Background: an optimization exercise with open tools, aiming at small area, a short achievable clock period and few clock cycles per item. Do not read the settings as production practice.
At most, simulation tests tie the RTL to the original design; equivalence was not proved.
Function not checked in runs 1 and 2: the RTL went through the layout flow alone.

**design/flow/config.mk**
```make
export PLATFORM = sky130hd
export DESIGN_NAME = asconTop
export DESIGN_NICKNAME = asconTop
export VERILOG_FILES = /design/flow/design.v
export SDC_FILE = /design/flow/constraint.sdc
export NUM_CORES = 4
export LEC_CHECK = 0
export CAP_MARGIN = 20
export CORE_MARGIN = 2
export CORE_UTILIZATION = 40
export SLEW_MARGIN = 35
```
**design/flow/flow/run.sh**
```bash
#!/bin/bash
# Standard ORFS layout, with plain buf_1 cells as the port buffers instead of
# the delay cells buffer_ports picks by default, a clock tree with larger
# sink clusters and no dummy loads, and timing repair aiming below the period.
set -euo pipefail
export BUFFER_PORTS_ARGS="-buffer_cell sky130_fd_sc_hd__buf_1"
export CTS_ARGS="-sink_clustering_enable -repair_clock_nets -dont_use_dummy_load -sink_clustering_size 20 -sink_clustering_max_diameter 80"
export SETUP_SLACK_MARGIN=5.2
bash standard.sh > standard.log 2>&1
```
**design/flow/standard.sh**
```bash
#!/bin/bash
# synth_recipe.tcl (not shown) runs the flow's synth.tcl, then flattens the netlist and writes it again
# the make line also repeats each setting of config.mk as NAME=value (left out here)
make -C /OpenROAD-flow-scripts/flow DESIGN_CONFIG=/design/flow/config.mk WORK_HOME=/design/flow/orfs CLKGATE_MAP_FILE= SYNTH_SCRIPT=/design/flow/synth_recipe.tcl "${@:-finish}"
```
**design/flow/constraint.sdc**
```tcl
create_clock -name core_clock -period 8.0 [get_ports {clk}]
set_input_delay 1.6000 -clock core_clock [delete_from_list [all_inputs] [get_ports {clk}]]
set_output_delay 1.6000 -clock core_clock [all_outputs]
set_load 0.01 [all_outputs]
```
**design/flow/design.v**
```verilog
`timescale 1ns/1ps
module asconRound (
    input  logic [320-1:0] stateIn,
    input  logic [3:0]                   roundIdx,
    output logic [320-1:0] stateOut
);
    logic [64-1:0] x0, x1, x2, x3, x4;
    logic [64-1:0] t0, t1, t2, t3, t4;
    logic [64-1:0] y0, y1, y2, y3, y4;
    logic [7:0]                  rc;
    assign rc = {~roundIdx, roundIdx};
    always_comb begin
        x0 = stateIn[(320-1-64*(0)) -: 64];
        x1 = stateIn[(320-1-64*(1)) -: 64];
        x2 = stateIn[(320-1-64*(2)) -: 64];
        x3 = stateIn[(320-1-64*(3)) -: 64];
        x4 = stateIn[(320-1-64*(4)) -: 64];
        x2[7:0] = x2[7:0] ^ rc;
        x0 = x0 ^ x4;
        x4 = x4 ^ x3;
        x2 = x2 ^ x1;
        t0 = ~x0 & x1;
        t1 = ~x1 & x2;
        t2 = ~x2 & x3;
        t3 = ~x3 & x4;
        t4 = ~x4 & x0;
        x0 = x0 ^ t1;
        x1 = x1 ^ t2;
        x2 = x2 ^ t3;
        x3 = x3 ^ t4;
        x4 = x4 ^ t0;
        x1 = x1 ^ x0;
        x0 = x0 ^ x4;
        x3 = x3 ^ x2;
        x2 = ~x2;
        y0 = x0 ^ {x0[18:0], x0[63:19]} ^ {x0[27:0], x0[63:28]};
        y1 = x1 ^ {x1[60:0], x1[63:61]} ^ {x1[38:0], x1[63:39]};
        y2 = x2 ^ {x2[0:0],  x2[63:1]}  ^ {x2[5:0],  x2[63:6]};
        y3 = x3 ^ {x3[9:0],  x3[63:10]} ^ {x3[16:0], x3[63:17]};
        y4 = x4 ^ {x4[6:0],  x4[63:7]}  ^ {x4[40:0], x4[63:41]};
    end
    assign stateOut = {y0, y1, y2, y3, y4};
endmodule
`timescale 1ns/1ps
module asconPermutation #(
    parameter int roundsPerCycle = 1
) (
    input  logic [320-1:0] stateIn,
    input  logic [3:0]                   roundIdx,
    output logic [320-1:0] stateOut
);
    logic [320-1:0] chain [0:roundsPerCycle];
    assign chain[0] = stateIn;
    for (genvar g = 0; g < roundsPerCycle; g++) begin : g_round
        asconRound u_round (
            .stateIn (chain[g]),
            .roundIdx(roundIdx | 4'(g)),
            .stateOut(chain[g+1])
        );
    end
    assign stateOut = chain[roundsPerCycle];
endmodule
`timescale 1ns/1ps
module asconPadding (
    input  logic [64-1:0] block,
    input  logic [4-1:0]  len,
    output logic [64-1:0] padded,
    output logic [8-1:0] byteMask
);
    always_comb begin
        for (int b = 0; b < 8; b++) begin
            byteMask[8-1-b] = (b < len);
            if (b < len) begin
                padded[64-1-8*b -: 8] = block[64-1-8*b -: 8];
            end else if (b == len) begin
                padded[64-1-8*b -: 8] = 8'h80;
            end else begin
                padded[64-1-8*b -: 8] = 8'h00;
            end
        end
    end
endmodule
`timescale 1ns/1ps
module asconController (
    input  logic       clk,
    input  logic       rst,
    input  logic       start,
    input  logic       hasAd,
    input  logic       enc,
    input  logic       dLast,       
    output logic       idle,
    output logic [3:0] roundIdx,
    output logic       adMode,      
    output logic       injText,     
    output logic       injAny,      
    output logic       injDec,      
    output logic       injKey34,    
    output logic       injDs,       
    output logic       read,
    output logic       outValid,
    output logic       tagValid
);
    localparam int R = 1;
    localparam logic [3:0] lastIdx = 4'(12 - R);
    localparam logic [3:0] preIdx  = 4'(12 - 2 * R);
    localparam logic [3:0] shortRunStart = 12 - 6;
    localparam logic [2:0] phIdle  = 3'd0;
    localparam logic [2:0] phInit  = 3'd1;
    localparam logic [2:0] phAd    = 3'd2;
    localparam logic [2:0] phText  = 3'd3;
    localparam logic [2:0] phFinal = 3'd4;
    localparam logic [2:0] phTag   = 3'd5;
    logic [2:0] phase;
    logic       isLast;
    logic       isPre;
    logic       absorbing;
    assign isLast    = (roundIdx == lastIdx);
    assign isPre     = (roundIdx == preIdx);
    assign absorbing = (phase == phInit) || (phase == phAd) || (phase == phText);
    always_ff @(posedge clk or posedge rst) begin
        if (rst) begin
            phase    <= phIdle;
            idle     <= 1'b1;
            roundIdx <= 4'd0;
            adMode   <= 1'b0;
            injText  <= 1'b0;
            injAny   <= 1'b0;
            injDec   <= 1'b0;
            injKey34 <= 1'b0;
            injDs    <= 1'b0;
            read     <= 1'b0;
            outValid <= 1'b0;
            tagValid <= 1'b0;
        end else begin
            idle     <= ((phase == phIdle) && !start) || (phase >= phTag);
            injText  <= absorbing && isPre && !adMode;
            injAny   <= absorbing && isPre;
            injDec   <= absorbing && isPre && !adMode && !enc;
            injDs    <= ((phase == phInit) || (phase == phAd)) && isPre && !adMode;
            injKey34 <= ((phase == phInit) || (phase == phFinal)) && isPre;
            read     <= (absorbing && isPre && adMode) || injText;
            outValid <= injText;
            tagValid <= (phase == phFinal) && isLast;
            roundIdx <= roundIdx + 4'(R);
            case (phase)
                phIdle: begin
                    roundIdx <= 4'd0;
                    if (start) begin
                        phase  <= phInit;
                        adMode <= hasAd;
                    end
                end
                phInit, phAd, phText: begin
                    if (isLast) begin
                        roundIdx <= shortRunStart;
                        if (adMode) begin
                            phase  <= phAd;
                            adMode <= !dLast;
                        end else if (dLast) begin
                            phase    <= phFinal;
                            roundIdx <= 4'd0;
                        end else begin
                            phase <= phText;
                        end
                    end
                end
                phFinal: begin
                    if (isLast) begin
                        phase <= phTag;
                    end
                end
                default: begin
                    phase <= phIdle;
                end
            endcase
        end
    end
endmodule
`timescale 1ns/1ps
module asconTop (
    input  logic                         clk,
    input  logic                         rst,
    input  logic                         start,
    input  logic                         hasAd,
    input  logic                         enc,
    input  logic [128-1:0]   key,
    input  logic [128-1:0]   nonce,
    input  logic [64-1:0]  adBlock,
    input  logic [4-1:0]   adLen,
    input  logic [64-1:0]  textBlock,
    input  logic [4-1:0]   textLen,
    output logic                         read,
    output logic [64-1:0]  outBlock,
    output logic                         outValid,
    output logic [128-1:0]   tag,
    output logic                         tagValid
);
    logic                         idle;
    logic [3:0]                   roundIdx;
    logic                         adMode;
    logic                         injText;
    logic                         injAny;
    logic                         injDec;
    logic                         injKey34;
    logic                         injDs;
    logic [320-1:0] stateReg;
    logic [320-1:0] permOut;
    logic [128-1:0]   keyReg;
    logic [64-1:0]  selBlock;
    logic [4-1:0]   selLen;
    logic [8-1:0] lenBytes;
    logic [8-1:0] dBytes;    
    logic [8-1:0] padBytes;  
    logic [8-1:0] injBytes;
    logic [8-1:0] injPads;
    logic [8-1:0] decBytes;
    logic                         dLast;     
    logic [64-1:0]  outReg;
    logic [64-1:0]  mask64;
    logic [64-1:0]  keep0;
    logic [64-1:0]  inj0;
    logic [128-1:0]   inj12;
    logic [128-1:0]   inj34;
    logic [320-1:0] nextState;
    logic [64-1:0]  y0;
    asconController u_controller (
        .clk     (clk),
        .rst     (rst),
        .start   (start),
        .hasAd   (hasAd),
        .enc     (enc),
        .dLast   (dLast),
        .idle    (idle),
        .roundIdx(roundIdx),
        .adMode  (adMode),
        .injText (injText),
        .injAny  (injAny),
        .injDec  (injDec),
        .injKey34(injKey34),
        .injDs   (injDs),
        .read    (read),
        .outValid(outValid),
        .tagValid(tagValid)
    );
    asconPermutation #(
        .roundsPerCycle(1)
    ) u_permutation (
        .stateIn (stateReg),
        .roundIdx(roundIdx),
        .stateOut(permOut)
    );
    assign selBlock = adMode ? adBlock : textBlock;
    assign selLen   = adMode ? adLen : textLen;
    always_comb begin
        for (int b = 0; b < 8; b++) begin
            lenBytes[8-1-b] = (b < selLen);
        end
    end
    always_ff @(posedge clk) begin
        dBytes <= lenBytes;
    end
    assign padBytes = {1'b1, dBytes[8-1:1]} & ~dBytes;
    assign dLast    = !dBytes[0];
    assign injBytes = dBytes & {8{injAny}};
    assign injPads  = padBytes & {8{injAny}};
    assign decBytes = dBytes & {8{injDec}};
    for (genvar b = 0; b < 8; b++) begin : g_pad
        assign inj0[8*b +: 8]   = (selBlock[8*b +: 8] & {8{injBytes[b]}}) | {injPads[b], 7'd0};
        assign mask64[8*b +: 8] = {8{injBytes[b]}};
        assign keep0[8*b +: 8]  = {8{!decBytes[b]}};
    end
    assign inj12 = (injText && dLast) ? keyReg : '0;
    assign inj34 = (injKey34 ? keyReg : '0) ^ {127'd0, injDs};
    assign y0 = permOut[(320-1-64*(0)) -: 64];
    always_comb begin
        nextState = permOut ^ {inj0, inj12, inj34};
        nextState[(320-1-64*(0)) -: 64] = (y0 & keep0) ^ inj0;
        if (idle) begin
            nextState = {64'h80400c0600000000, key, nonce};
        end
    end
    always_ff @(posedge clk) begin
        stateReg <= nextState;
        outReg   <= (y0 ^ inj0) & mask64;
        if (idle) begin
            keyReg <= key;
        end
    end
    assign outBlock = outReg;
    assign tag      = stateReg[128-1:0];
endmodule
```
==> results.txt, run 1 <==
The flow ran to the end and the layout has no timing, DRC or antenna violations. The count of vias placed by the detailed router came out at 30,200. The worst hold path belongs to the class register to register. The area fraction in and, or, nand and nor cells after synthesis is 0.0787. The count of flip-flops with a built-in enable after synthesis came out at 128. The deepest level of the CTS H-tree came out at 2. The overall routed net length is 168,000 um. The relative max-transition margin is 0.299. The transition time at the pin with the least slew margin came out at 1040 ps.

Across every metal layer, demand over resource in global routing totals 0.333. The most used flip-flop cell after synthesis is sky130_fd_sc_hd__dfxtp_1. Clock-pin slew was measured on the worst setup and hold paths at 90 ps. The share of synthesized cell area in full adder, half adder and majority cells came out at 0.0596.

The post-synth net total is 4,513. Global routing finished with a remaining overflow of 0. Before CTS, the worst setup slack after placement is 4900 ps. By area, the combinational part of the netlist is dominated by XOR/XNOR gates. The post-synthesis area per instance came out at 9.63 um2. The number of max-slew violations in the final report is 0. The fraction of synthesized area in multiplexers is 0.0660. The initial core utilization came out at 0.404. The clock tree from TritonCTS is built.

The layout overhead on the synthesized area is 12.7%. For this run, the number of Yosys warnings is 6. The y dimension of the die is about 310 um.

The maximum fanout count along the critical path came out at 3. For this run, the share of the core covered by cells in the final layout is 0.456. The placed instances occupy a cell area of between 40,000 and 50,000 um2. After synthesis, the most frequently instantiated cells are sky130_fd_sc_hd__xnor2_1 (796), sky130_fd_sc_hd__nand2_1 (551), sky130_fd_sc_hd__xor2_1 (463), sky130_fd_sc_hd__dfxtp_1 (392), sky130_fd_sc_hd__o21ai_0 (198). The required time at the endpoint of the critical path is 8470 ps.

The fraction of layout cells with a size suffix above 1 came out at 0.138. The initial antenna violation count is 28. The largest net degree at the start of global routing is around 150. The share of synthesized area in the top cell type comes to 0.204. The portion of the clock cycle consumed by the worst path in the final layout is 0.354. The CTS buffer count is 43. With fillers left out, the area of the finished cells amounts to 43,300 um2. The post-synthesis cell type with the largest combined area is sky130_fd_sc_hd__dfxtp_1.

The share of the Yosys chip area taken by registers is 0.316. In this run the core area contains 113 standard-cell rows. Dividing the detail-routed wire length by the instance count gives 29.5 um. The detailed-router iteration count before antenna repair is 5.

At the end of the flow, the number of nets in the layout was 4,949. The count of endpoints failing hold in the final timing report came out at 0. The port buffer count came out at 591. The post-detailed-placement half-perimeter wirelength came out at 140,000 um. The xor and xnor fraction of the mapped netlist area came out at 0.367. Setup slack closes at 5170 ps. During I/O placement, the number of pins put on the boundary was 592.

The clock sink total came out at approximately 540. The final worst clock skew came out at 70.0 ps. The final sum of negative setup slack is 0 ps. STA classifies the critical path startpoint as a register. The synthesized instance count came out at 3,986.

Setup repair after global routing could not meet its margin everywhere. The core region is 95,000 um2. The die area is roughly 98,000 um2. The via count of the first global-routing pass is 28,600. The width of the chip is 314 um.

After synthesis, the cell types taking the most area are sky130_fd_sc_hd__dfxtp_1 (20%), sky130_fd_sc_hd__xnor2_1 (18%), sky130_fd_sc_hd__xor2_1 (11%). The starting DRC count in detailed routing came out at 3,210. The clock latency on the worst-skew pair came out at 630 ps. The endpoint type of the worst setup path is a register. The area of the mapped netlist came out at 38,400 um2. The worst setup path is of the register to register kind. The routed via count divided by cell count is 5.30. The compound-cell area share of the yosys netlist came to 0.0552.

In the synthesized netlist the async set-or-reset flop fraction comes to 0.0317. By instance count, the leading cell after synthesis is sky130_fd_sc_hd__xnor2_1. Setup violations remaining at the end of the flow were counted as 0.

The number of maximum-capacitance constraint violations is 0. After detailed routing, the number of remaining DRC violations is 0. Derived from the worst setup path, the maximum achievable clock frequency is 0.353 GHz. The number of different library cells in the post-synthesis netlist is 57. The post-detailed-route count of antenna-violating nets is 0. The placer congestion estimate came out at 1.03. The time the worst path needs with I/O delays and setup is about 2800 ps. Counting flops and latches in the post-synthesis netlist gives 537. The cell chosen for the clock root is sky130_fd_sc_hd__clkbuf_16.

The clock passes through at most 3 buffers. Data on the critical path arrives at its endpoint at 3300 ps. The worst hold margin came out at 427 ps. The wire length of the first global-routing pass is 227,000 um. The number of fillers in the final layout came out at around 9,400.
==> final timing paths <==
| check | to | slack (ps) | cells after the start | startpoint |
|---|---|---|---|---|
| worst min-delay path | u_controller.outValid | 430 | 0 | u_controller.injText |
| worst max register to register | stateReg[243] | 5170 | 6 | stateReg[282] |
| worst min register to register | u_controller.outValid | 430 | 0 | u_controller.injText |
| worst max-delay path | stateReg[243] | 5170 | 6 | stateReg[282] |
| max in group asynchronous | u_controller.adMode | 6320 | 2 | rst |
| min in group asynchronous | u_controller.read | 1070 | 2 | rst |
==> repair_timing <==
| action | 4_1_cts | 5_1_grt |
|---|---|---|
| hold buffers | 0 | 0 |
| setup endpoints to repair | 213 | 90 |
| buffers inserted | 4 | 5 |
| pin swaps | 0 | 1 |
| gates resized for setup | 196 | 62 |
==> cells by family (layout without fill, tap and decap cells) <==
kind of cell	count (synthesis)	in the layout
adder cells (fa/ha/maj)	194	194
buffers and inverters	459	893
AND/OR/NAND/NOR	774	774
XOR/XNOR	1420	1420
multiplexers	236	236
flip-flops	537	537
AO/OA/AOI/OAI	366	366
other	0	16
==> worst max-delay path, stage by stage, from the launching register on <==
cell and delay (ps):
sky130_fd_sc_hd__dfxtp_1 690, sky130_fd_sc_hd__xnor2_1 250, sky130_fd_sc_hd__xor2_1 210, sky130_fd_sc_hd__xnor2_2 550, sky130_fd_sc_hd__xor2_1 530, sky130_fd_sc_hd__xnor2_1 140
sky130_fd_sc_hd__mux2_2 280
==> state kept, by name, summed over array words and instances (netlist names), 3 cells and up <==
signal	flops
dBytes	8
keyReg	128
outReg	64
stateReg	320
u_controller.phase	3
u_controller.roundIdx	4
==> cell type report <==
cell class	count	area [um2]	area share
Inverter	202	766	0.0177
Antenna cell	16	40.0	0.000925
Timing Repair Buffer	648	2880	0.0665
Clock buffer	43	1080	0.0249
Sequential cell	537	12300	0.285
Tap cell	1265	1580	0.0366
Multi-Input combinational cell	2990	24600	0.568
==> layer usage <==
metal / up-vias / track usage / share of wire
li1: 13600 / - / -
met1: 14700 / 0.435 / 0.40
met2: 1574 / 0.528 / 0.45
met3: 297 / 0.0626 / 0.094
met4: 26 / 0.160 / 0.055
met5: - / 0 / 0.00099
==> stage by stage <==
step	cells
after detailed placement	5631
after floorplan	3986
after global routing	5692
after CTS	5678
final	5701
after global placement	5631
==> layout by cell type, fill, tap and decap left out, types with 12 or more instances in the layout <==
cell type,synthesis,layout
sky130_fd_sc_hd__mux2i_1,105,105
sky130_fd_sc_hd__xnor2_2,93,142
sky130_fd_sc_hd__nand2_1,551,551
sky130_fd_sc_hd__xor2_1,463,448
sky130_fd_sc_hd__ha_1,130,130
sky130_fd_sc_hd__dfrtp_1,16,13
sky130_fd_sc_hd__edfxtp_1,128,128
sky130_fd_sc_hd__buf_4,128,55
sky130_fd_sc_hd__maj3_2,18,18
sky130_fd_sc_hd__mux2_2,128,128
sky130_fd_sc_hd__buf_6,0,12
sky130_fd_sc_hd__clkbuf_2,0,25
sky130_fd_sc_hd__xnor3_1,56,56
sky130_fd_sc_hd__o21ai_1,31,31
sky130_fd_sc_hd__clkbuf_16,0,43
sky130_fd_sc_hd__inv_1,184,183
sky130_fd_sc_hd__dfxtp_2,0,52
sky130_fd_sc_hd__o211ai_1,15,15
sky130_fd_sc_hd__nor3_1,41,41
sky130_fd_sc_hd__o31ai_1,29,29
sky130_fd_sc_hd__o21a_1,22,22
sky130_fd_sc_hd__maj3_1,46,46
sky130_fd_sc_hd__diode_2,0,16
sky130_fd_sc_hd__o21ai_0,198,198
sky130_fd_sc_hd__a21oi_1,33,33
sky130_fd_sc_hd__nor2_1,159,159
sky130_fd_sc_hd__dfxtp_1,392,299
sky130_fd_sc_hd__xnor2_1,796,744
sky130_fd_sc_hd__dfxtp_4,0,41
sky130_fd_sc_hd__buf_2,18,31
sky130_fd_sc_hd__xor2_2,1,16
sky130_fd_sc_hd__inv_2,18,18
sky130_fd_sc_hd__buf_1,10,520
==> inputs of run 2 (changes only) <==
--- a/design/flow/config.mk
+++ b/design/flow/config.mk
@@ -9,3 +9,3 @@
 export CORE_MARGIN = 2
 export CORE_UTILIZATION = 40
-export SLEW_MARGIN = 35
+export SLEW_MARGIN = 40
==> run 2 against run 1 <==
  * Critical path depth decreased by 5
  * Design area is 0.35% higher
  * Synthesized cell count stayed put
  * First-iteration DRC count down 5.2%
  * Sequential cell count stayed put
  * Clock skew shrank 0.80 ps
  * Fmax is 1.0% lower
  * Core utilization rose by 0.16 points
==> results.txt, run 2 <==
The wire length of the first global-routing pass came out at 228,000 um. The post-detailed-route count of antenna-violating nets came out at 0. Setup violations remaining at the end of the flow were counted as 0.

The I/O pin count is 592. The deepest level of the CTS H-tree came out at 2. The standard cell core area came out at about 95,000 um2. The clock latency on the worst-skew pair came out at 640 ps. By count the netlist is led by sky130_fd_sc_hd__xnor2_1 (796), sky130_fd_sc_hd__nand2_1 (551), sky130_fd_sc_hd__xor2_1 (463), sky130_fd_sc_hd__dfxtp_1 (392), sky130_fd_sc_hd__o21ai_0 (198). The largest net degree at the start of global routing came out at 148.

The total grt overflow came out at 0. The via count of the first global-routing pass is around 29,000. The element type at the critical path start is a register. Of the synthesized area, sequential elements account for 0.316. The count of flip-flops with a built-in enable after synthesis is between 100 and 150. Counting flops and latches in the post-synthesis netlist gives 537. Counting distinct cell types in the post-synthesis netlist gives 57.

The clock slew seen by the registers of the worst setup and hold paths came out at roughly 90 ps. The fraction of layout cells with a size suffix above 1 is 0.146. The largest registers in the layout are stateReg (320), keyReg (128), outReg (64). The HPWL after detailed placement is 140,000 um. The number of max-slew violations in the final report was 0. When the netlist entered floorplanning its net count stood at 4,513.

Routability-driven placement finished with a final weighted congestion of 1.03. The hold buffer count at CTS is 0. Summing all non-filler instances in the final layout gives an area of 43,400 um2. Among all stages on the critical path, the largest delay is contributed by sky130_fd_sc_hd__dfxtp_2.

Setup repair after global routing could not meet its margin everywhere. The endpoint type of the worst setup path is a primary output. The root buffer cell chosen for the clock tree is sky130_fd_sc_hd__clkbuf_16.

For the finished layout, the period the worst path requires is 2860 ps. The initial utilization of the core area, before any placement, comes to 0.404. The flip-flop count of the largest register, all copies and words added came out at 320.

The per-cell routed wire length is a little under 30 um. After routing, the total negative slack on setup checks comes to 0 ps. The maximum buffer depth of the clock tree is 3. The number of fillers in the final layout is 9,371.

The layout overhead on the synthesized area is 13.1%. The proportion of register bits with asynchronous set or reset after synthesis came out at 0.0317. The instance area after placement came out at 41,600 um2. For this block, the initial DRC count from the detailed router was slightly above 3,000. TritonCTS built the clock tree. The most common cell after layout, fill and taps aside is sky130_fd_sc_hd__xnor2_1.

Traced cell by cell, the critical path runs through clkbuf_4. In the synthesized netlist the dominant register cell turns out to be sky130_fd_sc_hd__dfxtp_1. The overall global routing resource usage is 0.334.

The min-delay analysis places its worst path in the category register to register. The post-synthesis cell type with the largest combined area is sky130_fd_sc_hd__dfxtp_1. The count of vias placed by the detailed router is 30,300.

The worst hold margin came out at 422 ps. Counting both buffers and inverters, the worst setup path holds a total of 1. The most common cell in the synthesized netlist is sky130_fd_sc_hd__xnor2_1. The number of DRC violations after detailed routing came out at 0. The highest attainable clock frequency came out at 0.350 GHz. The initial antenna violation count came out at 27. The library cells used most frequently in the layout, excluding fill and tap cells, are sky130_fd_sc_hd__xnor2_1 (738), sky130_fd_sc_hd__nand2_1 (551), sky130_fd_sc_hd__buf_1 (500). The routed via count divided by cell count came out at 5.31. After synthesis, the cell types taking the most area are sky130_fd_sc_hd__dfxtp_1 (20%), sky130_fd_sc_hd__xnor2_1 (18%), sky130_fd_sc_hd__xor2_1 (11%). The setup slack after layout is 5140 ps. From bottom edge to top edge, the die measures 314 um. The transition time at the pin with the least slew margin is 931 ps. The run finished with no timing, DRC or antenna violations.

The area share of the leading cell type in the synthesized netlist came out at 0.204. The synthesized instance count is approximately 4,000. The register containing the most flip-flops in the final layout is stateReg. The CTS buffer count is 42. The overall routed net length came out at roughly 170,000 um. The total of warnings raised by yosys is 6. The delay of the slowest critical-path stage is roughly 400 ps. The width of the chip is between 300 and 400 um. The detailed-router iteration count before antenna repair came out at 8.

Counting every sink on the clock net gives 537. The required time at the endpoint of the critical path is 6400 ps. The area of the mapped netlist came out at 38,400 um2. The die area came out at roughly 98,000 um2. The worst setup path is of the register to primary output kind. The final worst clock skew came out at 69.2 ps. The worst slack at placement is 5040 ps. The data arrival at the endpoint of the critical path came out at 1260 ps. The relative max-transition margin came out at 0.375. The critical path's top delay family is flip-flops. The maximum fanout count along the critical path came out at 4. The final layout contains 4,954 nets. The portion of the clock cycle consumed by the worst path in the final layout came out at 0.358. Row generation in the floorplan step produced 113 rows. The port buffer count came out at 591. The post-synthesis area per instance came out at 9.63 um2.

The count of endpoints failing hold in the final timing report came out at 0. The number of maximum-capacitance constraint violations came out at 0.
## run 2: cell count changes in the layout (fill, tap and decap cells not counted), sizes merged
cell	before	now
diode	16	14
buf	623	642
clkbuf	68	54
## run 2: kinds of logic (layout without fill, tap and decap cells)
| family | count (synthesis) | in the layout | synth area share |
|---|---|---|---|
| adder cells (fa/ha/maj) | 194 | 194 | 0.0596 |
| multiplexers | 236 | 236 | 0.0660 |
| flip-flops | 537 | 537 | 0.316 |
| other | 0 | 14 | 0 |
| buffers and inverters | 459 | 898 | 0.0580 |
| AND/OR/NAND/NOR | 774 | 774 | 0.0787 |
| XOR/XNOR | 1420 | 1420 | 0.367 |
| AO/OA/AOI/OAI | 366 | 366 | 0.0552 |
## run 2: through the flow
step / utilization / instances
after floorplan: - / 3986
after global placement: 0.433 / 5631
after detailed placement: 0.438 / 5631
after CTS: 0.455 / 5687
after global routing: 0.457 / 5695
final: 0.457 / 5704
## run 2: layout make-up
| type | count | area [um2] | share of cell area |
|---|---|---|---|
| antenna | 14 | 35.0 | 0.000806 |
| clock buffer | 42 | 1050 | 0.0242 |
| inverter | 202 | 766 | 0.0176 |
| multi-input combinational | 2990 | 24700 | 0.568 |
| sequential | 537 | 12400 | 0.285 |
| tap | 1265 | 1580 | 0.0364 |
| timing repair buffer | 654 | 2950 | 0.0680 |
## run 2: timing repair
item	4_1_cts	5_1_grt
pin swaps	0	1
buffers inserted	14	2
resized for setup	250	29
setup endpoints to repair	159	39
endpoints found under the hold margin	0	0
## run 2: path summary, 6_finish.rpt
path                                      startpoint               endpoint  slack, ps  cells past startpoint
worst min register to register  u_controller.injText  u_controller.outValid        420                      0
worst min-delay path            u_controller.injText  u_controller.outValid        420                      0
worst max-delay path                   stateReg[123]               tag[123]       5140                      1
max in group asynchronous                        rst  u_controller.injKey34       6680                      2
worst max register to register         stateReg[245]          stateReg[107]       5180                      7
min in group asynchronous                        rst  u_controller.tagValid        960                      2
## run 2: layer usage
metal / part of all wire / wire length [um] / up-vias / GRT usage
li1: - / - / 13600 / -
met1: 0.41 / 68300 / 14700 / 0.438
met2: 0.45 / 75200 / 1558 / 0.527
met3: 0.090 / 15100 / 346 / 0.0616
met4: 0.058 / 9700 / 24 / 0.164
met5: 0.00093 / 157 / - / 0
==> inputs of run 3 (changes only) <==
--- a/design/flow/design.v
+++ b/design/flow/design.v
@@ -115,4 +115,5 @@
     logic       isPre;
     logic       absorbing;
+    assign idle      = (phase == phIdle);
     assign isLast    = (roundIdx == lastIdx);
     assign isPre     = (roundIdx == preIdx);
@@ -121,5 +122,4 @@
         if (rst) begin
             phase    <= phIdle;
-            idle     <= 1'b1;
             roundIdx <= 4'd0;
             adMode   <= 1'b0;
@@ -133,5 +133,4 @@
             tagValid <= 1'b0;
         end else begin
-            idle     <= ((phase == phIdle) && !start) || (phase >= phTag);
             injText  <= absorbing && isPre && !adMode;
             injAny   <= absorbing && isPre;
--- a/design/flow/flow/run.sh
+++ b/design/flow/flow/run.sh
@@ -6,4 +6,4 @@
 export BUFFER_PORTS_ARGS="-buffer_cell sky130_fd_sc_hd__buf_1"
 export CTS_ARGS="-sink_clustering_enable -repair_clock_nets -dont_use_dummy_load -sink_clustering_size 20 -sink_clustering_max_diameter 80"
-export SETUP_SLACK_MARGIN=5.2
+export SETUP_SLACK_MARGIN=5.1
 bash standard.sh > standard.log 2>&1
==> run 3 against run 2 <==
  * Register-to-register slack lost 70 ps
  * Sequential cell count decreased by 1
  * Routed wire length shrank 0.82%
  * Critical endpoint is now tag[113]
  * Largest cell class unchanged
  * Highest routed layer unchanged
==> results.txt, run 3 <==
The flow ran to the end and the layout has no timing, DRC or antenna violations. The setup slack on the worst flop-to-flop path came out at about 5000 ps. The count of vias placed by the detailed router came out at 30,800.

The register containing the most flip-flops in the final layout is stateReg. The placed instance count came out at 5,679. The worst setup path is launched from a register. The die covers 96,500 um2. Traced cell by cell, the critical path runs through buf_1. The deepest level of the CTS H-tree came out at 2. The post-route standard cell area excluding fillers came out at ~42,000 um2. Synthesis produced a netlist with a net count of 4,591.

The most used standard cell by instance count after synthesis is sky130_fd_sc_hd__xnor2_1. On the final layout, the worst clock skew is about 84 ps. The largest net degree at the start of global routing is 198. The total setup violations reported at the end of the flow is 0. The final sum of negative setup slack is 0 ps. The initial core utilization came out at 0.404. The data arrival at the endpoint of the critical path came out at between 1000 and 1500 ps.

The fraction of layout cells with a size suffix above 1 is 0.0785. The portion of the clock cycle consumed by the worst path in the final layout came out at 0.363. The count of flip-flops with a built-in enable after synthesis came out at 128. The number of standard cells in the final layout excluding fillers is roughly 5,700. The number of max-slew violations in the final report was 0. The y dimension of the die is 311 um. The number of DRC violations after detailed routing is 0. In this run the number of cells on the critical path is 1. The most common cell after layout, fill and taps aside is sky130_fd_sc_hd__xnor2_1.

The cell sitting at the root of the clock tree is a sky130_fd_sc_hd__clkbuf_16. The post-detailed-route count of antenna-violating nets came out at 0. The starting DRC count in detailed routing came out at 3,911.

After synthesis, the largest family of logic cells by area is XOR/XNOR gates. The detailed-router iteration count before antenna repair came out at 6. Yosys attributes the largest share of cell area to sky130_fd_sc_hd__xnor2_1 (21%), sky130_fd_sc_hd__dfxtp_1 (21%), sky130_fd_sc_hd__edfxtp_1 (10%).

The placed instances occupy a cell area of 40,800 um2. The number of nets at the end of the flow is 5,001. In this design, the stage delay of the slowest critical-path cell is 460 ps. In this run the worst setup path terminates at tag[113]. Across every metal layer, demand over resource in global routing totals 0.333. The flip-flop count of the largest register, all copies and words added came out at 320. The area fraction in and, or, nand and nor cells after synthesis is 0.0824. The via count of the first global-routing pass is 28,800. In this run the critical register-to-register path is captured at stateReg[115]. The reg-to-reg critical path startpoint is stateReg[125]. Counting flops and latches in the post-synthesis netlist gives 536. The transition time at the pin with the least slew margin is roughly 1000 ps.

Summed over all instances, the cell type with the most area after synthesis is sky130_fd_sc_hd__xnor2_1. Counting along the longest clock path gives a buffer depth of 3. The critical path is of the register to primary output type. The most critical setup path has its startpoint at stateReg[113]. In this run the worst path has a maximum fanout of 2.

TritonCTS built the clock tree. The hold buffer count at CTS is 0. The share of synthesized cell area in full adder, half adder and majority cells is 0.0603.

The initial antenna violation count is 30. Together, buffers and inverters on the worst path number 1. The slowest stage of the critical path is the sky130_fd_sc_hd__dfxtp_2 cell.

The commonest cells after synthesis are sky130_fd_sc_hd__xnor2_1 (911), sky130_fd_sc_hd__nand2_1 (496), sky130_fd_sc_hd__xor2_1 (400), sky130_fd_sc_hd__dfxtp_1 (392), sky130_fd_sc_hd__nor2_1 (269). The worst hold margin is 579 ps. Of all flip-flops after synthesis, the portion carrying an async set or reset was 0.0299. Leaving out fill and tap cells, the most frequent cells in the layout are sky130_fd_sc_hd__xnor2_1 (823), sky130_fd_sc_hd__buf_1 (576), sky130_fd_sc_hd__nand2_1 (496).

The post-synthesis area per instance came out at 9.26 um2. The post-detailed-placement half-perimeter wirelength is about 140,000 um. The placer congestion estimate is 1.07.

The sequential-to-total area share from yosys stat is 0.321. The xor and xnor fraction of the mapped netlist area came out at 0.364. The compound-cell area share of the yosys netlist is 0.0774. The min-delay analysis places its worst path in the category register to register. After clock tree synthesis, the clock-pin slew on the worst setup and hold paths is ~80 ps. Port buffering added 591 buffers. The per-cell routed wire length came out at 29.1 um.

The most frequently used flop master after synthesis is sky130_fd_sc_hd__dfxtp_1. The number of clock buffers added by TritonCTS is 41. The area share of the leading cell type in the synthesized netlist is 0.212. The time the worst path needs with I/O delays and setup came out at 2900 ps.

The total grt overflow is 0. The largest registers in the layout are stateReg (320), keyReg (128), outReg (64). The portion of synthesized area spent on multiplexers is 0.0342. The I/O pin count is 592.

The die is 311 um wide. For this run, the top clock speed supported by timing is about 0.34 GHz. After floorplanning, the core was divided into 112 placement rows.

Setup repair after global routing left no endpoint under its margin. The overall routed net length came out at 167,000 um. For the worst setup path, the data required time is 6400 ps. Using the TritonRoute via totals, the vias-per-cell ratio works out to approximately 5.4. The relative max-transition margin is 0.324.

The standard cell core area is 93,200 um2. The count of endpoints failing hold in the final timing report is 0. Among cell families on the critical path, the largest total delay comes from flip-flops. The buffer count from post-CTS setup fixing came out at 0. The wire length of the first global-routing pass came out at 225,000 um. CTS saw 536 sinks.

The mapped netlist covers 37,600 um2. The total of warnings raised by yosys is 6. The worst slack at placement came out at 4760 ps. The endpoint type of the worst setup path is a primary output. The number of maximum-capacitance constraint violations is 0.

The synthesized instance count came out at 4,064. The number of different library cells in the post-synthesis netlist came out at 53. The number of cells on the worst reg-to-reg path is 7. Setup slack on the critical path of the routed design comes to 5100 ps.

From synthesis to final layout, the design area changed by 12.5%. The clock latency on the worst-skew pair is around 630 ps.
## run 3: cell types whose count changed in the layout (fill, tap and decap cells not counted), moves of 63 or more
cell	previous run	this run
sky130_fd_sc_hd__xor2_1	445	382
sky130_fd_sc_hd__dfxtp_1	296	359
sky130_fd_sc_hd__mux2_2	128	51
sky130_fd_sc_hd__o21ai_0	198	115
sky130_fd_sc_hd__nor2_1	159	269
sky130_fd_sc_hd__o21ai_1	31	99
sky130_fd_sc_hd__buf_1	500	576
sky130_fd_sc_hd__xnor2_1	738	823
sky130_fd_sc_hd__a21oi_1	33	224
## run 3: cells by family (layout without fill, tap and decap cells)
logic type / after synthesis / in the layout
xor gates and xnor gates: 1420 / 1420
and+or+nand+nor: 798 / 801
DFF: 536 / 536
AOI/OAI and AO/OA: 524 / 524
buffers and inverters: 470 / 875
adders and majority gates: 194 / 194
muxes: 122 / 122
other: 0 / 23
## run 3: metal layers
layer / GRT usage / part of all wire
met1: 0.437 / 0.40
met3: 0.0662 / 0.10
met5: 0 / 0.00053
met2: 0.520 / 0.45
met4: 0.167 / 0.055
## run 3: worst min path at each step
stage / from / to / slack, ps / cells past startpoint
global route: u_controller.injText / u_controller.outValid / 570 / 0
global placement: u_controller.injText / u_controller.outValid / 410 / 0
finish: u_controller.injText / u_controller.outValid / 580 / 0
CTS: u_controller.injText / u_controller.outValid / 420 / 0
detailed placement: u_controller.injText / u_controller.outValid / 400 / 0
floorplan: u_controller.injText / u_controller.outValid / 370 / 0
## run 3: stage by stage
stage	util
after global routing	0.454
after floorplan	-
after global placement	0.431
final	0.454
after detailed placement	0.438
after CTS	0.451
## run 3: what timing repair did
action                     CTS  global route
pin swaps                    1             2
gates cloned                 1             3
setup endpoints to repair  236           165
resized for setup           44            30
## run 3: cell type report
| cell class | instances | area [um2] |
|---|---|---|
| fillers | 9255 | 50900 |
| multi-input cells | 3061 | 24100 |
| flip-flops and latches | 536 | 12100 |
| repair buffers | 626 | 2630 |
| well taps | 1254 | 1570 |
| clock buffers | 41 | 1030 |
| inverters | 208 | 788 |
| diodes | 23 | 57.6 |
Testbench counts of run 3, summed over its fixed seeds: cycles 17,560, blocks 1,860.
==> inputs of run 4 (changes only) <==
--- a/design/flow/flow/run.sh
+++ b/design/flow/flow/run.sh
@@ -6,4 +6,4 @@
 export BUFFER_PORTS_ARGS="-buffer_cell sky130_fd_sc_hd__buf_1"
 export CTS_ARGS="-sink_clustering_enable -repair_clock_nets -dont_use_dummy_load -sink_clustering_size 20 -sink_clustering_max_diameter 80"
-export SETUP_SLACK_MARGIN=5.1
+export SETUP_SLACK_MARGIN=5.25
 bash standard.sh > standard.log 2>&1
==> run 4 against run 3 <==
  * Still clean on timing, DRC and antenna
  * Hold slack better by 2.9 ps
  * Critical path depth is 6 higher
  * Non-clock buffer count is 53 higher
  * Die area stayed put
  * Highest routed layer unchanged
==> results.txt, run 4 <==
The run finished with no timing, DRC or antenna violations. Summed over all layers, the global routing overflow is 0. The library cell used most frequently in the layout, excluding fill and tap cells, is sky130_fd_sc_hd__xnor2_1. The compound-cell area share of the yosys netlist was 0.0774. Before antenna repair, the detailed router went through 5 iterations. In this run the remaining antenna-violating nets after routing total 0. The die covers approximately 97,000 um2.

The deepest level of the CTS H-tree is 2. The number of fillers in the final layout is about 9,200. The overall global routing resource usage came out at 0.336. The starting DRC count in detailed routing came out at 4,017.

STA classifies the critical path endpoint as a register. Once routing completed, OpenROAD measured the worst setup slack at 5190 ps.

The number of nets at the end of the flow is 5,054. In the final layout, the registers with the most flip-flops are stateReg (320), keyReg (128), outReg (64). The total of warnings raised by yosys is 6. The number of maximum-capacitance constraint violations is 0. The floorplan row count came out at between 100 and 150.

The area of the mapped netlist came out at 37,600 um2. The number of max-slew violations in the final report came out at 0. The standard cell core area came out at 93,200 um2. The time the worst path needs with I/O delays and setup is 2810 ps. The relative max-transition margin is 0.359.

The final worst clock skew is a little under 90 ps. The maximum fanout count along the critical path is 4. Entering global routing, the biggest net connects 100 pins. The overall routed net length is about 170,000 um. The initial antenna violation count came out at 36. By area, the combinational part of the netlist is dominated by XOR/XNOR gates. The transition time at the pin with the least slew margin came out at 955 ps.

After clock tree synthesis, the clock-pin slew on the worst setup and hold paths is 80 ps. The placer congestion estimate came out at 1.07. The width of the chip is 311 um. The area share of the leading cell type in the synthesized netlist is 0.212. The min-delay analysis places its worst path in the category register to register. The number of different library cells in the post-synthesis netlist came out at 53. The required time at the endpoint of the critical path is between 8000 and 9000 ps.

Before CTS, the worst setup slack after placement is 4760 ps. The initial core utilization is 0.404. Setup repair after global routing could not meet its margin everywhere.

The tightest hold path in the finished design has a slack of approximately 580 ps. Sorting the synthesized cells by area gives the leading types as sky130_fd_sc_hd__xnor2_1 (21%), sky130_fd_sc_hd__dfxtp_1 (21%), sky130_fd_sc_hd__edfxtp_1 (10%). The data arrival at the endpoint of the critical path is 3190 ps. The portion of the clock cycle consumed by the worst path in the final layout came out at 0.351. The total setup violations reported at the end of the flow came out at 0. The post-synthesis area per instance came out at 9.26 um2. The count of vias placed by the detailed router is 31,000. The count of flip-flops with a built-in enable after synthesis is between 100 and 150.

Adding up every negative setup slack in the final design gives 0 ps. The port buffer count came out at 591. The layout overhead on the synthesized area came out at 15.7%. The count of endpoints failing hold in the final timing report came out at 0.

Clock tree synthesis selected as its root buffer the cell sky130_fd_sc_hd__clkbuf_16. The via count of the first global-routing pass is 29,200. The proportion of register bits with asynchronous set or reset after synthesis is 0.0299.

The post-synth net total came out at between 4,000 and 5,000. In the layout the commonest cells are sky130_fd_sc_hd__xnor2_1 (808), sky130_fd_sc_hd__nand2_1 (496), sky130_fd_sc_hd__buf_1 (453). The routed via count divided by cell count came out at about 5.3. The clock tree from TritonCTS is built. The flip-flop count of the largest register, all copies and words added came out at 320. Static timing analysis puts the maximum clock frequency at approximately 0.36 GHz.

The tree built by TritonCTS fans out to between 500 and 600 sinks. The area fraction in and, or, nand and nor cells after synthesis is 0.0824. After detailed routing, the average wire length per cell comes to between 20 and 30 um. Of the synthesized area, sequential elements account for 0.321. The fraction of synthesized area in multiplexers is 0.0342. Synthesis produced 4,064 cells. The xor and xnor fraction of the mapped netlist area came out at 0.364. The most frequently used flop master after synthesis is sky130_fd_sc_hd__dfxtp_1.

The CTS buffer count is 41. Counting flops and latches in the post-synthesis netlist gives between 500 and 600. Of the cells placed in the final design, the portion with a size suffix greater than 1 is 0.136. The most used standard cell by instance count after synthesis is sky130_fd_sc_hd__xnor2_1. The first global-routing pass estimated 227,000 um of wire. The clock latency on the worst-skew pair came out at 630 ps.

The y dimension of the die came out at roughly 310 um. Counting flops per register, the top entry is stateReg. For this run, design rule violations remaining after detail routing come to 0. Summed over all instances, the cell type with the most area after synthesis is sky130_fd_sc_hd__xnor2_1. The worst setup path is of the register to register kind. The maximum buffer depth of the clock tree came out at 3. Pin placement for this block handled between 500 and 600 I/O pins. Once detailed placement completed, the half-perimeter wirelength came to 138,000 um. The worst setup path is launched from a register. The commonest cells after synthesis are sky130_fd_sc_hd__xnor2_1 (911), sky130_fd_sc_hd__nand2_1 (496), sky130_fd_sc_hd__xor2_1 (400), sky130_fd_sc_hd__dfxtp_1 (392), sky130_fd_sc_hd__nor2_1 (269). The share of synthesized cell area in full adder, half adder and majority cells is 0.0603.
-- run 4: cell count changes in the layout (fill, tap and decap cells not counted), sizes merged --
| cell | previous run | this run |
|---|---|---|
| bufbuf | 1 | 2 |
| clkbuf | 48 | 56 |
| diode | 23 | 25 |
| buf | 618 | 662 |
-- run 4: kinds of logic after synthesis --
kind of cell             after synthesis
XOR/XNOR                            1420
multiplexers                         122
AND/OR/NAND/NOR                      798
buffers and inverters                470
adder cells (fa/ha/maj)              194
AO/OA/AOI/OAI                        524
flip-flops                           536
-- run 4: critical path, stage by stage, from the launching register on --
cell and delay (ps):
sky130_fd_sc_hd__dfxtp_1 360, sky130_fd_sc_hd__inv_1 90, sky130_fd_sc_hd__ha_1 310, sky130_fd_sc_hd__xnor2_2 230
sky130_fd_sc_hd__xnor2_1 780, sky130_fd_sc_hd__xnor2_1 190, sky130_fd_sc_hd__xnor2_1 400, sky130_fd_sc_hd__a21oi_1 200
-- run 4: metrics by stage --
stage / utilization / instances / instance area, um2
final: 0.467 / 5804 / 43500
after global routing: 0.467 / 5794 / 43500
after CTS: 0.461 / 5759 / 43000
after detailed placement: 0.438 / 5679 / 40800
after global placement: 0.431 / 5679 / 40200
after floorplan: - / 4064 / 37600
-- run 4: repair_timing --
action	4_1_cts	5_1_grt
endpoints found under the setup margin	423	154
pin swaps	3	8
hold buffers	0	0
cloned	3	2
gates resized for setup	354	52
buffers inserted	36	17
-- run 4: area by class of cell --
| class | instances | area, um2 | area share |
|---|---|---|---|
| diodes | 25 | 62.6 | 0.00144 |
| clock buffers | 41 | 1030 | 0.0236 |
| inverters | 208 | 793 | 0.0182 |
| multi-input cells | 3061 | 24300 | 0.558 |
| flip-flops and latches | 536 | 12400 | 0.286 |
| well taps | 1254 | 1570 | 0.0360 |
| repair buffers | 679 | 3350 | 0.0770 |
-- run 4: worst paths after layout --
path | start | to | slack [ps] | depth (start not counted)
setup reg to reg | stateReg[246] | stateReg[108] | 5190 | 7
hold / removal | u_controller.injText | u_controller.outValid | 580 | 0
setup / recovery | stateReg[246] | stateReg[108] | 5190 | 7
hold reg to reg | u_controller.injText | u_controller.outValid | 580 | 0
max in group asynchronous | rst | u_controller.injKey34 | 6460 | 2
min in group asynchronous | rst | u_controller.roundIdx[1] | 1030 | 2
-- run 4: routing by layer --
layer	vias to the layer above	track usage	share of wire
li1	14000	-	-
met1	14900	0.439	0.39
met2	1777	0.526	0.44
met3	335	0.0661	0.11
met4	12	0.175	0.060
met5	-	0	0.00050
==> inputs of run 5 (changes only) <==
--- a/design/flow/flow/run.sh
+++ b/design/flow/flow/run.sh
@@ -6,4 +6,4 @@
 export BUFFER_PORTS_ARGS="-buffer_cell sky130_fd_sc_hd__buf_1"
 export CTS_ARGS="-sink_clustering_enable -repair_clock_nets -dont_use_dummy_load -sink_clustering_size 20 -sink_clustering_max_diameter 80"
-export SETUP_SLACK_MARGIN=5.25
+export SETUP_SLACK_MARGIN=5.2
 bash standard.sh > standard.log 2>&1
--- a/design/flow/config.mk
+++ b/design/flow/config.mk
@@ -6,5 +6,5 @@
 export NUM_CORES = 4
 export LEC_CHECK = 0
-export CAP_MARGIN = 20
+export CAP_MARGIN = 40
 export CORE_MARGIN = 2
 export CORE_UTILIZATION = 40
==> run 5 against run 4 <==
  * Synthesized cell count unchanged
  * Via count decreased by 0.56%
  * Count of clock-buffer cells in the layout unchanged
  * Critical path type unchanged
  * Sequential share of layout area increased by 0.24 points
  * Non-clock buffer count decreased by 49
  * Setup slack got worse by 11 ps
  * Area after synthesis unchanged
  * Fmax decreased by 0.39%
==> results.txt, run 5 <==
The I/O pin count is 592. The floorplan row count came out at 112. The worst hold path belongs to the class register to register. The detailed-router iteration count before antenna repair is 6. The number of different library cells in the post-synthesis netlist is 53. STA classifies the critical path startpoint as a register. The clock latency on the worst-skew pair is 630 ps. The routed via count divided by cell count came out at 5.35.

The area share of the leading cell type in the synthesized netlist came out at 0.212. The relative max-transition margin is 0.327. Counting flops per register, the top entry is stateReg. The proportion of register bits with asynchronous set or reset after synthesis is 0.0299.

The count of endpoints failing hold in the final timing report is 0. The worst register-to-register path ends at stateReg[56]. The die covers 96,500 um2. The most critical setup path has its endpoint at stateReg[56].

The most frequently used flop master after synthesis is sky130_fd_sc_hd__dfxtp_1. Setup repair after global routing left no endpoint under its margin. The most common cell after layout, fill and taps aside is sky130_fd_sc_hd__xnor2_1. The data arrival at the endpoint of the critical path is 3320 ps. The reg-to-reg critical path startpoint is stateReg[289]. The run finished with no timing, DRC or antenna violations. Setup violations remaining at the end of the flow were counted as 0. The sequential cells in the finished layout cover a total of 12,300 um2.

The standard cell core area came out at 93,200 um2. Of all nets on the critical path, the largest fanout is 3. The hold buffer count at CTS is 0. The clock tree from TritonCTS is built. Entering global routing, the biggest net connects 100 pins. The width of the chip is between 300 and 400 um.

The largest registers in the layout are stateReg (320), keyReg (128), outReg (64). The y dimension of the die is 311 um. The setup slack on the worst flop-to-flop path came out at 5180 ps.

The layout overhead on the synthesized area is 13.5%. The most used standard cell by instance count after synthesis is sky130_fd_sc_hd__xnor2_1. The root buffer cell chosen for the clock tree is sky130_fd_sc_hd__clkbuf_16.

Sorting the synthesized cells by how often they occur yields sky130_fd_sc_hd__xnor2_1 (911), sky130_fd_sc_hd__nand2_1 (496), sky130_fd_sc_hd__xor2_1 (400), sky130_fd_sc_hd__dfxtp_1 (392), sky130_fd_sc_hd__nor2_1 (269). The number of maximum-capacitance constraint violations came out at 0. The post-detailed-placement half-perimeter wirelength is about 140,000 um. In the finished design, the share of the clock period the worst path needs comes to 0.353. The critical path starts at stateReg[289].

Subtracting the final worst setup slack from the clock period gives 2820 ps. For this run, design rule violations remaining after detail routing come to 0. The total grt overflow came out at 0.

The maximum buffer depth of the clock tree is 3. The placer congestion estimate came out at 1.07. The final worst clock skew came out at 84.5 ps.

The total of warnings raised by yosys came out at 6. The clock slew seen by the registers of the worst setup and hold paths came out at 90 ps. The overall routed net length came out at 168,000 um. The deepest level of the CTS H-tree came out at 2. The number of synthesized register bits is 536.

The area of the mapped netlist came out at roughly 38,000 um2. The clock sink total came out at 536. Dividing the detail-routed wire length by the instance count gives 29.2 um. The sequential-to-total area share from yosys stat is 0.321. For this configuration, the core starts out at a cell density of 0.404.

The number of max-slew violations in the final report is 0. The setup path with the least slack is of type register to register. The required time at the endpoint of the critical path came out at 8500 ps. The flip-flop count of the largest register, all copies and words added is between 300 and 400. The via count of the first global-routing pass is 28,900. Counting cells, the worst reg-to-reg path comes to 6. The transition time at the pin with the least slew margin is roughly 1000 ps. The CTS buffer count is between 40 and 50. The post-synthesis area per instance is just over 9 um2. The starting DRC count in detailed routing is 3,937. Based on the critical path, the design can be clocked at up to 0.354 GHz. Yosys attributes the largest share of cell area to sky130_fd_sc_hd__xnor2_1 (21%), sky130_fd_sc_hd__dfxtp_1 (21%), sky130_fd_sc_hd__edfxtp_1 (10%).

The synthesized instance count came out at just over 4,000. Of the cells placed in the final design, the portion with a size suffix greater than 1 is 0.106. The number of fillers in the final layout is between 9,000 and 10,000. The post-detailed-route count of antenna-violating nets is 0. The top cell types in the final layout, fill and taps aside, are sky130_fd_sc_hd__xnor2_1 (817), sky130_fd_sc_hd__buf_1 (523), sky130_fd_sc_hd__nand2_1 (496). The final sum of negative setup slack is 0 ps. sky130_fd_sc_hd__xnor2_1 takes more of the synthesized area than any other cell.

The initial antenna violation count came out at 32. The overall global routing resource usage came out at 0.335. The first global-routing pass estimated about 230,000 um of wire. The post-synth net total came out at 4,591. The multi-input combinational cells in the finished layout cover a total of 24,200 um2.

The worst setup path is captured at a register. The port buffer count came out at 591. In this run, synthesis inferred 128 flip-flops with an integrated enable.

Across all layers, the routed design uses 30,800 vias. The number of nets at the end of the flow came out at ~5,000.
-- run 5: cell counts after synthesis --
No cell type changed its count.
-- run 5: critical path, cell delays in order (launching register included) --
cell and delay [ps]:
sky130_fd_sc_hd__dfxtp_1 660, sky130_fd_sc_hd__xnor2_1 250, sky130_fd_sc_hd__nand2_1 110, sky130_fd_sc_hd__xor2_1 630, sky130_fd_sc_hd__xnor2_1 240, sky130_fd_sc_hd__xnor2_1 650, sky130_fd_sc_hd__a21oi_1 140
-- run 5: cell type report --
class,count,share of cell area
clock buffer,41,0.0240
sequential,536,0.288
multi-input combinational,3061,0.566
timing repair buffer,630,0.0647
tap,1254,0.0368
antenna,25,0.00147
inverter,208,0.0186
-- run 5: worst min path at each step --
stage,start,end,slack (ps),cells after the start
after global routing,u_controller.injText,u_controller.outValid,570,0
after global placement,u_controller.injText,u_controller.outValid,410,0
after floorplan,u_controller.injText,u_controller.outValid,370,0
final,u_controller.injText,u_controller.outValid,590,0
after CTS,u_controller.injText,u_controller.outValid,420,0
after detailed placement,u_controller.injText,u_controller.outValid,400,0
-- run 5: cells by family after synthesis --
kind of cell | after synthesis | synth area share
flops | 536 | 0.321
xor+xnor | 1420 | 0.364
fa+ha+maj | 194 | 0.0603
mux | 122 | 0.0342
simple gates | 798 | 0.0824
buf+inv | 470 | 0.0605
compound gates | 524 | 0.0774
-- run 5: repair_timing --
action / CTS / global route
gates cloned: 2 / 3
pin swaps: 2 / 4
setup buffers: 3 / 0
resized for setup: 192 / 42
setup endpoints to repair: 377 / 169
-- run 5: metal layers --
layer	up-vias	global-route usage	part of all wire
met4	12	0.176	0.059
met5	-	0	0.00055
li1	13900	-	-
met2	1776	0.522	0.44
met3	319	0.0691	0.11
met1	14900	0.436	0.39
-- run 5: metrics by stage --
stage               instances  instance area (um2)  hold slack (ps)  setup slack (ps)  utilization
global placement         5679                40200              409              4530        0.431
detailed placement       5679                40800              404              4760        0.438
CTS                      5725                42400              423              5180        0.454
floorplan                4064                37600              368              5370            -
global route             5744                42700              574              5200        0.458
finish                   5755                42700              594              5180        0.458
==> inputs of run 6 (changes only) <==
--- a/design/flow/config.mk
+++ b/design/flow/config.mk
@@ -6,5 +6,6 @@
 export NUM_CORES = 4
 export LEC_CHECK = 0
-export CAP_MARGIN = 40
+export ABC_AREA = 1
+export CAP_MARGIN = 20
 export CORE_MARGIN = 2
 export CORE_UTILIZATION = 40
==> run 6 against run 5 <==
  * Still clean
  * Die area increased by 18%
  * Critical path depth is 2 higher
  * Via count grew 53%
==> results.txt, run 6 <==
The worst hold margin came out at between 400 and 500 ps. The critical path goes through inv_1, ha_1, xnor2_2, xor2_2, xor2_1, or2_1, nand3_1, nand2_1. The largest registers in the layout are stateReg (320), keyReg (128), outReg (64). The setup slack on the worst flop-to-flop path came out at about 5200 ps. The wire length of the first global-routing pass is 302,000 um. The total grt overflow is 0.

The proportion of register bits with asynchronous set or reset after synthesis is 0.0299. The cell chosen for the clock root is sky130_fd_sc_hd__clkbuf_16. The later pin in the worst-skew pair is clocked with a latency of 670 ps. The initial core utilization came out at 0.402.

Measured in cells, the most critical reg-to-reg path has a length of 8. The largest net degree at the start of global routing came out at 137. The initial antenna violation count was 18. In the routed design, unresolved DRC markers number 0. The library cells used most frequently in the layout, excluding fill and tap cells, are sky130_fd_sc_hd__nand2_1 (2,491), sky130_fd_sc_hd__inv_1 (842), sky130_fd_sc_hd__nand3_1 (801). TritonCTS built the clock tree.

Clock skew on the completed layout was measured at 61.3 ps. In this run the core area contains 122 standard-cell rows. The time the worst path needs with I/O delays and setup is 2840 ps. The routed metal-1 wirelength is 85,600 um. The sequential-to-total area share from yosys stat is 0.273. After synthesis, the netlist uses 46 different library cells. The relative max-transition margin is 0.361. The post-synthesis cell type with the largest combined area is sky130_fd_sc_hd__nand2_1. After detailed routing, the met3 layer carries 25,500 um of wire. The post-detailed-route count of antenna-violating nets came out at 0. The y dimension of the die is 337 um. The count of endpoints failing hold in the final timing report came out at 0. In the final routed layout, each cell accounts on average for 25.7 um. The data arrival at the endpoint of the critical path is 3330 ps.

The destination of the critical timing path is stateReg[76]. The commonest cells after synthesis are sky130_fd_sc_hd__nand2_1 (2,548), sky130_fd_sc_hd__inv_1 (842), sky130_fd_sc_hd__nand3_1 (802), sky130_fd_sc_hd__xnor2_1 (401), sky130_fd_sc_hd__dfxtp_1 (392). The terminus of the critical flop-to-flop path is stateReg[76]. The reg-to-reg critical path startpoint is stateReg[214]. The worst setup path is captured at a register. The number of nets at the end of the flow is 7,795.

The slowest cell on the critical path is sky130_fd_sc_hd__xor2_2. After technology mapping, the gate count stands at between 6,000 and 7,000. The fraction of layout cells with a size suffix above 1 came out at 0.0904. The clock slew seen by the registers of the worst setup and hold paths is ~90 ps. The hold buffer count at CTS is 0.

The flip-flop count of the largest register, all copies and words added came out at 320. The area share of the leading cell type in the synthesized netlist came out at 0.216.

The final sum of negative setup slack came out at 0 ps. Data on the critical path is required at its endpoint by 8500 ps. Compared with the post-synthesis result, the final layout area differs by 12.7%.

The post-detailed-placement half-perimeter wirelength came out at roughly 190,000 um.

The post-synth net total came out at between 7,000 and 8,000. Across the run, the number of max-cap violations was 0. The first detailed-routing pass took 6 iterations. Sorting the synthesized cells by area gives the leading types as sky130_fd_sc_hd__nand2_1 (22%), sky130_fd_sc_hd__dfxtp_1 (18%), sky130_fd_sc_hd__nand3_1 (9.1%). The overall global routing resource usage is 0.382. The delay of the slowest critical-path stage came out at 570 ps. The placer congestion estimate came out at 1.08. The number of max-slew violations in the final report is 0. The setup path with the least slack is of type register to register. The instance count on the critical path came out at 8. The overall routed net length came out at 225,000 um.

In this run the worst hold path is classified as register to register. The met2 wire length came out at 95,000 um. The library cell used most frequently in the layout, excluding fill and tap cells, is sky130_fd_sc_hd__nand2_1. The standard cell core area is 110,000 um2. The width of the chip came out at 337 um. Yosys mapped a number of flops with a built-in enable equal to 128. The area of the mapped netlist came out at 44,300 um2. The die area is 114,000 um2.

Of all nets on the critical path, the largest fanout is 5. The top routing layer in use is met5.

The number of fillers in the final layout came out at 11,600. No sink is reached through more buffers than the 3 on the longest clock path. Pin placement for this block handled 592 I/O pins. The deepest level of the CTS H-tree is 2. The via count of the first global-routing pass is 41,300.

The clock sink total came out at 536. Port buffering added 591 buffers. The post-synthesis area per instance is 6.50 um2.

The critical path's top delay family is XOR/XNOR gates. The CTS buffer count is 44. More flip-flops sit in one register than any other, and that register is stateReg. The number of synthesized register bits is 536. Setup repair after global routing could not meet its margin everywhere.

The most frequently used flop master after synthesis is sky130_fd_sc_hd__dfxtp_1. The starting DRC count in detailed routing came out at 6,178. In the post-synthesis netlist, the cell with the most instances is sky130_fd_sc_hd__nand2_1. The highest attainable clock frequency came out at 0.353 GHz. The count of vias placed by the detailed router came out at approximately 47,000. The total of warnings raised by yosys is 6. The number of buffers and inverters on the critical path came out at 1.

The portion of the clock cycle consumed by the worst path in the final layout came out at 0.354. At the pin with the least slew margin, the transition time is 958 ps. The startpoint of the most critical setup path is stateReg[214]. The flow ran to the end and the layout has no timing, DRC or antenna violations.

The total setup violations reported at the end of the flow is 0. The routed via count divided by cell count came out at 5.39. STA classifies the critical path startpoint as a register.
## run 6: how the worst min path moves through the flow
stage                                      from                    end  slack [ps]  depth (start not counted)
after CTS                 u_controller.phase[1]     u_controller.injDs         500                          1
after global placement    u_controller.phase[1]     u_controller.injDs         500                          1
final                     u_controller.phase[1]     u_controller.injDs         500                          1
after global routing      u_controller.phase[1]     u_controller.injDs         540                          1
after detailed placement  u_controller.phase[1]     u_controller.injDs         510                          1
after floorplan            u_controller.injText  u_controller.outValid         350                          0
## run 6: cell families after synthesis
logic type | Yosys count | share of synthesized area
multiplexers | 1 | 0.000226
adder cells (fa/ha/maj) | 130 | 0.0367
flip-flops | 536 | 0.273
XOR/XNOR | 802 | 0.179
buffers and inverters | 1106 | 0.108
AO/OA/AOI/OAI | 348 | 0.0409
AND/OR/NAND/NOR | 3893 | 0.363
## run 6: final cells by class
cell class	count	area (um2)	area share
multi-input cells	5174	28100	0.562
flip-flops and latches	536	12500	0.250
repair buffers	664	3210	0.0644
inverters	848	3190	0.0638
well taps	1488	1860	0.0373
clock buffers	44	1100	0.0220
diodes	10	25.0	0.000501
## run 6: layer usage
layer,global-route usage,vias up
li1,-,21900
met1,0.482,22100
met2,0.575,2736
met3,0.0811,513
met4,0.283,6
met5,0,-
## run 6: what timing repair did
action | 4_1_cts | 5_1_grt
gates resized for setup | 405 | 79
setup endpoints to repair | 226 | 92
buffers inserted | 44 | 0
gates cloned | 1 | 0
## run 6: metrics by stage
stage          utilization  instance area (um2)  worst slack [ps]  std cells
3_3_place_gp         0.426                47100              4680       8663
3_5_place_dp         0.428                47300              4740       8665
5_1_grt              0.452                49900              5180       8762
2_1_floorplan            -                44300              5470       6816
4_1_cts              0.449                49500              5150       8754
6_report             0.453                49900              5160       8764

## static timing again, ports no longer ideal
In the flow no input, the clock included, has a driving cell. The finished layouts below were timed again as built, in two steps. Step 1 (the two cells are an assumption about what drives the block):
set clk [get_ports {clk}]
set_driving_cell -lib_cell sky130_fd_sc_hd__clkbuf_16 $clk
set_driving_cell -lib_cell sky130_fd_sc_hd__buf_2 [delete_from_list [all_inputs] $clk]
Step 2 times the ports against the registers' clock, not the clock port: input delays grow and output delays shrink by t, the midpoint of the rising clock arrivals with the driver on. a / b / c = ideal / step 1 / step 2; a / b = the first two.
run	shift t [ns]	setup slack, ns	worst register clock-pin slew, ns	pins driven straight from the clock port
run 1	0.662	5.168 / 5.145 / 5.168	0.09 / 0.09	1
run 2	0.677	5.140 / 5.068 / 5.177	0.09 / 0.09	1
run 3	0.665	5.099 / 5.026 / 4.985	0.09 / 0.09	1
run 4	0.661	5.189 / 5.148 / 5.119	0.09 / 0.09	1
run 5	0.661	5.178 / 5.142 / 5.120	0.09 / 0.09	1
run 6	0.720	5.165 / 5.132 / 4.927	0.09 / 0.09	1
After both steps setup and hold are still met in every run listed. The setup slack of run 6, which loses most, moves by -0.033 ns with the drivers and by -0.238 ns with both steps.
